From an optimization exercise on the open Yosys and OpenROAD flow, aimed at small area, a short achievable clock period and few clock cycles per item; shortcuts taken in it are not production practice. At most, simulation tests tie the RTL to the original design; equivalence was not proved. The clock port is modelled as an ideal driver; clocking choices that lean on that would not hold on a real chip.

// intra4x4_pred_engine
module intra4x4_pred_engine #(
    parameter int PIX_W    = 8,
    parameter int BLK_COLS = 64,
    parameter int BLK_ROWS = 64,
    parameter int ADDR_W   = 14
) (
    input  logic                     clk,
    input  logic                     rst_n,
    input  logic                     start,
    input  logic [1:0]               mode_cfg,
    output logic                     fetch_req,
    output logic [ADDR_W-1:0]        fetch_addr,
    input  logic                     fetch_valid,
    input  logic [4*PIX_W-1:0]       fetch_data,
    output logic                     res_valid,
    input  logic                     res_ready,
    output logic [16*(PIX_W+1)-1:0]  res_data,
    output logic [1:0]               res_mode,
    output logic [PIX_W+3:0]         res_sad,
    output logic                     busy,
    output logic                     frame_done
);
export LEC_CHECK = 0
export CAP_MARGIN = 20
export CORE_MARGIN = 2
export CORE_UTILIZATION = 60
export SLEW_MARGIN = 20
create_clock -name core_clock -period 20.0 [get_ports {clk}]
standard.sh (not shown) runs the stock make flow with config.mk's settings and CLKGATE_MAP_FILE= SYNTH_SCRIPT=/design/flow/synth_recipe.tcl, a recipe that flattens the netlist after the stock synthesis.
==> flow/flow/run.sh <==
#!/bin/bash
# Standard ORFS layout with a larger setup repair margin, no CTS dummy loads, clkbuf_8 sink clusters.
bash standard.sh SETUP_SLACK_MARGIN=14.6 "CTS_ARGS=-sink_clustering_enable -repair_clock_nets -dont_use_dummy_load -sink_clustering_size 12 -sink_clustering_max_diameter 40 -buf_list sky130_fd_sc_hd__clkbuf_8 -root_buf sky130_fd_sc_hd__clkbuf_16" finish > standard.log 2>&1
The baseline completed with no timing, DRC or antenna violations.
Testbench counts at the start, summed over its fixed seeds: cycles 262,256, blocks 65,536.
Next try:
==> flow/flow/run.sh (replaced) <==
#!/bin/bash
# Standard ORFS layout with a larger setup repair margin, no CTS dummy loads, clkbuf_8 sink
# clusters, and buf_2 port buffers.
bash standard.sh SETUP_SLACK_MARGIN=14.6 "BUFFER_PORTS_ARGS=-buffer_cell sky130_fd_sc_hd__buf_2" "CTS_ARGS=-sink_clustering_enable -repair_clock_nets -dont_use_dummy_load -sink_clustering_size 16 -sink_clustering_max_diameter 50 -buf_list sky130_fd_sc_hd__clkbuf_8 -root_buf sky130_fd_sc_hd__clkbuf_16" finish > standard.log 2>&1
Result: The new run produced a clean layout. Design area shrinks by a few percent. Count of clock-buffer cells in the layout shrinks by 97. Routed wire length shrinks slightly. Via count shrinks slightly. Sequential cell count is unchanged. Hold slack is worse by 0.020 ns.
Next try:
==> flow/flow/run.sh (replaced) <==
#!/bin/bash
# Standard ORFS layout with a larger setup repair margin, no CTS dummy loads, clkbuf_8 sink clusters.
bash standard.sh SETUP_SLACK_MARGIN=14.6 "CTS_ARGS=-sink_clustering_enable -repair_clock_nets -dont_use_dummy_load -sink_clustering_size 16 -sink_clustering_max_diameter 50 -buf_list sky130_fd_sc_hd__clkbuf_8 -root_buf sky130_fd_sc_hd__clkbuf_16" finish > standard.log 2>&1
Global-route usage shrinks by 0.28 points.
Clock skew hardly moves.
Setup slack improves by 0.036 ns.
Non-clock buffer count shrinks by 13.
Utilization is about the same.
Next try:
==> flow/flow/run.sh (replaced) <==
#!/bin/bash
# Standard ORFS layout with a larger setup repair margin, no CTS dummy loads, clkbuf_8 / clkbuf_16 tree.
bash standard.sh SETUP_SLACK_MARGIN=14.6 "CTS_ARGS=-sink_clustering_enable -repair_clock_nets -dont_use_dummy_load -sink_clustering_size 16 -sink_clustering_max_diameter 50 -buf_list {sky130_fd_sc_hd__clkbuf_8 sky130_fd_sc_hd__clkbuf_16} -root_buf sky130_fd_sc_hd__clkbuf_16" finish > standard.log 2>&1
After rerunning: Non-clock buffer count falls by 4; flip-flop and latch count is unchanged; die area stays the same; worst setup slack is worse by 0.020 ns; global-route usage came out higher by 0.26 points; sequential share of layout area drops by 2.0 points; synthesized cell count is unchanged.


Another version of the RTL of intra4x4_pred_engine (not shown whole).
For scale: about 2,800 flip-flops, ~220 I/O pins, ~85,000 um^2 of cells after synthesis.
make LEC_CHECK=0 CAP_MARGIN=20 CORE_MARGIN=2 CORE_UTILIZATION=40 CTS_BUF_LIST=sky130_fd_sc_hd__clkbuf_8 CTS_CLUSTER_SIZE=30 SLEW_MARGIN=20 finish   # period 20.0 ns
run.sh (not shown) runs the stock make flow with config.mk's settings and CLKGATE_MAP_FILE= SYNTH_SCRIPT=/design/flow/synth_recipe.tcl, a recipe that flattens the netlist after the stock synthesis.
Stock flow here: none of the scripts above is used.
Change:
--- a/flow/config.mk
+++ b/flow/config.mk
@@ -9,5 +9,4 @@
 export CORE_MARGIN = 2
 export CORE_UTILIZATION = 40
-export CTS_BUF_LIST = sky130_fd_sc_hd__clkbuf_8
-export CTS_CLUSTER_SIZE = 30
+export CTS_BUF_LIST = sky130_fd_sc_hd__clkbuf_4
 export SLEW_MARGIN = 20
- fmax went down by about 4.7%
- worst setup slack got worse by 310 ps
- global-route usage goes up by 0.30 points
- design area barely changes
- die area is unchanged
No functional check of the RTL was part of any run of this note.


== run A ==
intra4x4_pred_engine, a different RTL version from the one above (not shown whole).
For scale: roughly 220 I/O pins, ~77000 um^2 of cells after synthesis.
Settings: LEC_CHECK=0, CAP_MARGIN=20, CORE_MARGIN=2, CORE_UTILIZATION=70, SLEW_MARGIN=20; clock period 20.0 ns.
standard.sh (not shown) runs the stock make flow with config.mk's settings and CLKGATE_MAP_FILE= SYNTH_SCRIPT=/design/flow/synth_recipe.tcl, a recipe that flattens the netlist after the stock synthesis.
==> flow/flow/run.sh <==
#!/bin/bash
# Standard ORFS layout with a larger setup repair margin, no CTS dummy loads, clkbuf_8 sink clusters.
bash standard.sh SETUP_SLACK_MARGIN=14.6 "CTS_ARGS=-sink_clustering_enable -repair_clock_nets -dont_use_dummy_load -sink_clustering_size 16 -sink_clustering_max_diameter 50 -buf_list sky130_fd_sc_hd__clkbuf_8 -root_buf sky130_fd_sc_hd__clkbuf_16" finish > standard.log 2>&1
Run A reached the end of the flow, and the finished layout is clean on the timing, DRC and antenna checks.
Testbench counts of run A, summed over its fixed seeds: cycles 262,256, blocks 65,536.
Modified inputs, run B compared to run A
# run A
export LEC_CHECK = 0
export CAP_MARGIN = 20
export CORE_MARGIN = 2
export CORE_UTILIZATION = 70
export SLEW_MARGIN = 20
create_clock -name core_clock -period 20.0 [get_ports {clk}]
# run B
export LEC_CHECK = 0
export CAP_MARGIN = 20
export CORE_MARGIN = 2
export CORE_UTILIZATION = 40
export SLEW_MARGIN = 20
create_clock -name core_clock -period 20.0 [get_ports {clk}]
==> flow/flow/run.sh <==
#!/bin/bash
# Standard ORFS layout with a larger setup repair margin, no CTS dummy loads, larger sink clusters.
bash standard.sh SETUP_SLACK_MARGIN=14.6 "CTS_ARGS=-sink_clustering_enable -repair_clock_nets -dont_use_dummy_load -sink_clustering_size 30 -sink_clustering_max_diameter 80" finish > standard.log 2>&1
==> comparison <==
Routed wire in run B totals more than in run A.
Looking only at via count, and setting everything else aside, the higher value of run A and run B goes to run A.
Sequential share of layout area was higher in the run labelled run A.
When the final numbers for run A and run B were put side by side, the share of layout cells above drive strength 1 turned out to be smaller in run B.
Modified inputs, run C compared to run B
# run B
export LEC_CHECK = 0
export CAP_MARGIN = 20
export CORE_MARGIN = 2
export CORE_UTILIZATION = 40
export SLEW_MARGIN = 20
create_clock -name core_clock -period 20.0 [get_ports {clk}]
# run C
export LEC_CHECK = 0
export CAP_MARGIN = 20
export CORE_MARGIN = 2
export CORE_UTILIZATION = 60
export SLEW_MARGIN = 20
create_clock -name core_clock -period 20.0 [get_ports {clk}]
==> flow/flow/run.sh <==
#!/bin/bash
# Standard ORFS layout with a larger setup repair margin, no CTS dummy loads, clkbuf_8 sink clusters.
bash standard.sh SETUP_SLACK_MARGIN=14.6 "CTS_ARGS=-sink_clustering_enable -repair_clock_nets -dont_use_dummy_load -sink_clustering_size 16 -sink_clustering_max_diameter 50 -buf_list sky130_fd_sc_hd__clkbuf_8 -root_buf sky130_fd_sc_hd__clkbuf_16" finish > standard.log 2>&1
--- outcome ---
- Area of all placed cells without fillers: run C better than run B
- Run C vs. run B: fraction of final layout cells with drive strength greater than 1 went up, post-layout worst setup margin went up.
- Core utilization was higher in the run labelled run C.
- On effective utilization at floorplan: run C sits above run B.
The inputs of run D differ from those of run C as listed below.
==> flow/flow/run.sh <==
#!/bin/bash
# Standard ORFS layout with a larger setup repair margin, no CTS dummy loads, larger sink clusters.
bash standard.sh SETUP_SLACK_MARGIN=14.6 "CTS_ARGS=-sink_clustering_enable -repair_clock_nets -dont_use_dummy_load -sink_clustering_size 30 -sink_clustering_max_diameter 80" finish > standard.log 2>&1
==> run notes <==
- Re area overhead of the layout relative to synthesis: run D is 0.15 points down on run C.
- Run C → run D: non-clock buffer count went down by 3.3%, area of all placed cells without fillers was more or less identical, number of iterations in the first detailed-routing pass was more or less identical.
- Diff run D and run C: total global routing track utilization higher in run C
- [run D] wire length fell about 1.3% relative to run C
- Between run D and run C, clock-buffer cell count is higher for run C, run D comes in under that.
- Of run D and run C, the run reporting the higher worst hold slack was run D.
- The depth of the most critical reg-to-reg path on run C is in line with that on run D.
- The final worst slack reported for run D is smaller than that of run C by 0.069 ns.

## what the ideal ports hide
In the flow no input, the clock included, has a driving cell. The finished layouts below were timed again as built, in two steps.
Step 1 sets driving cells, clkbuf_16 on the clock port and buf_2 on the other inputs (assumed; they add their load-dependent delay and slew).
Step 2 moves the port delays by t, midway between the first and last clock arrival at a register: inputs arrive t later, outputs are due t later. That takes back most of the time a late clock gives input paths.
Three values: no drivers, after step 1, after step 2; two values: the first two.
run | shift t [ns] | slack for setup (ns) | worst setup path at the end
the first run of note 1 | 0.838 | 14.670 / 14.594 / 14.053 | input to register
the second run of note 1 | 0.805 | 14.651 / 14.569 / 14.323 | input to register
the third run of note 1 | 0.792 | 14.687 / 14.611 / 14.034 | input to register
the fourth run of note 1 | 0.832 | 14.667 / 14.591 / 14.049 | input to register
the first run of note 2 | 1.107 | 13.698 / 13.612 / 13.603 | input to register
the second run of note 2 | 1.387 | 13.387 / 13.304 / 13.632 | input to register
run A | 0.809 | 14.528 / 14.454 / 14.023 | input to register
run B | 0.835 | 14.607 / 14.529 / 13.982 | input to register
run C | 0.800 | 14.681 / 14.604 / 14.247 | input to register
run D | 0.770 | 14.613 / 14.540 / 14.274 | input to register
After both steps every run listed still meets setup and hold. The setup slack of the third run of note 1, which loses most, moves by -0.076 ns with the drivers and by -0.653 ns with both steps.
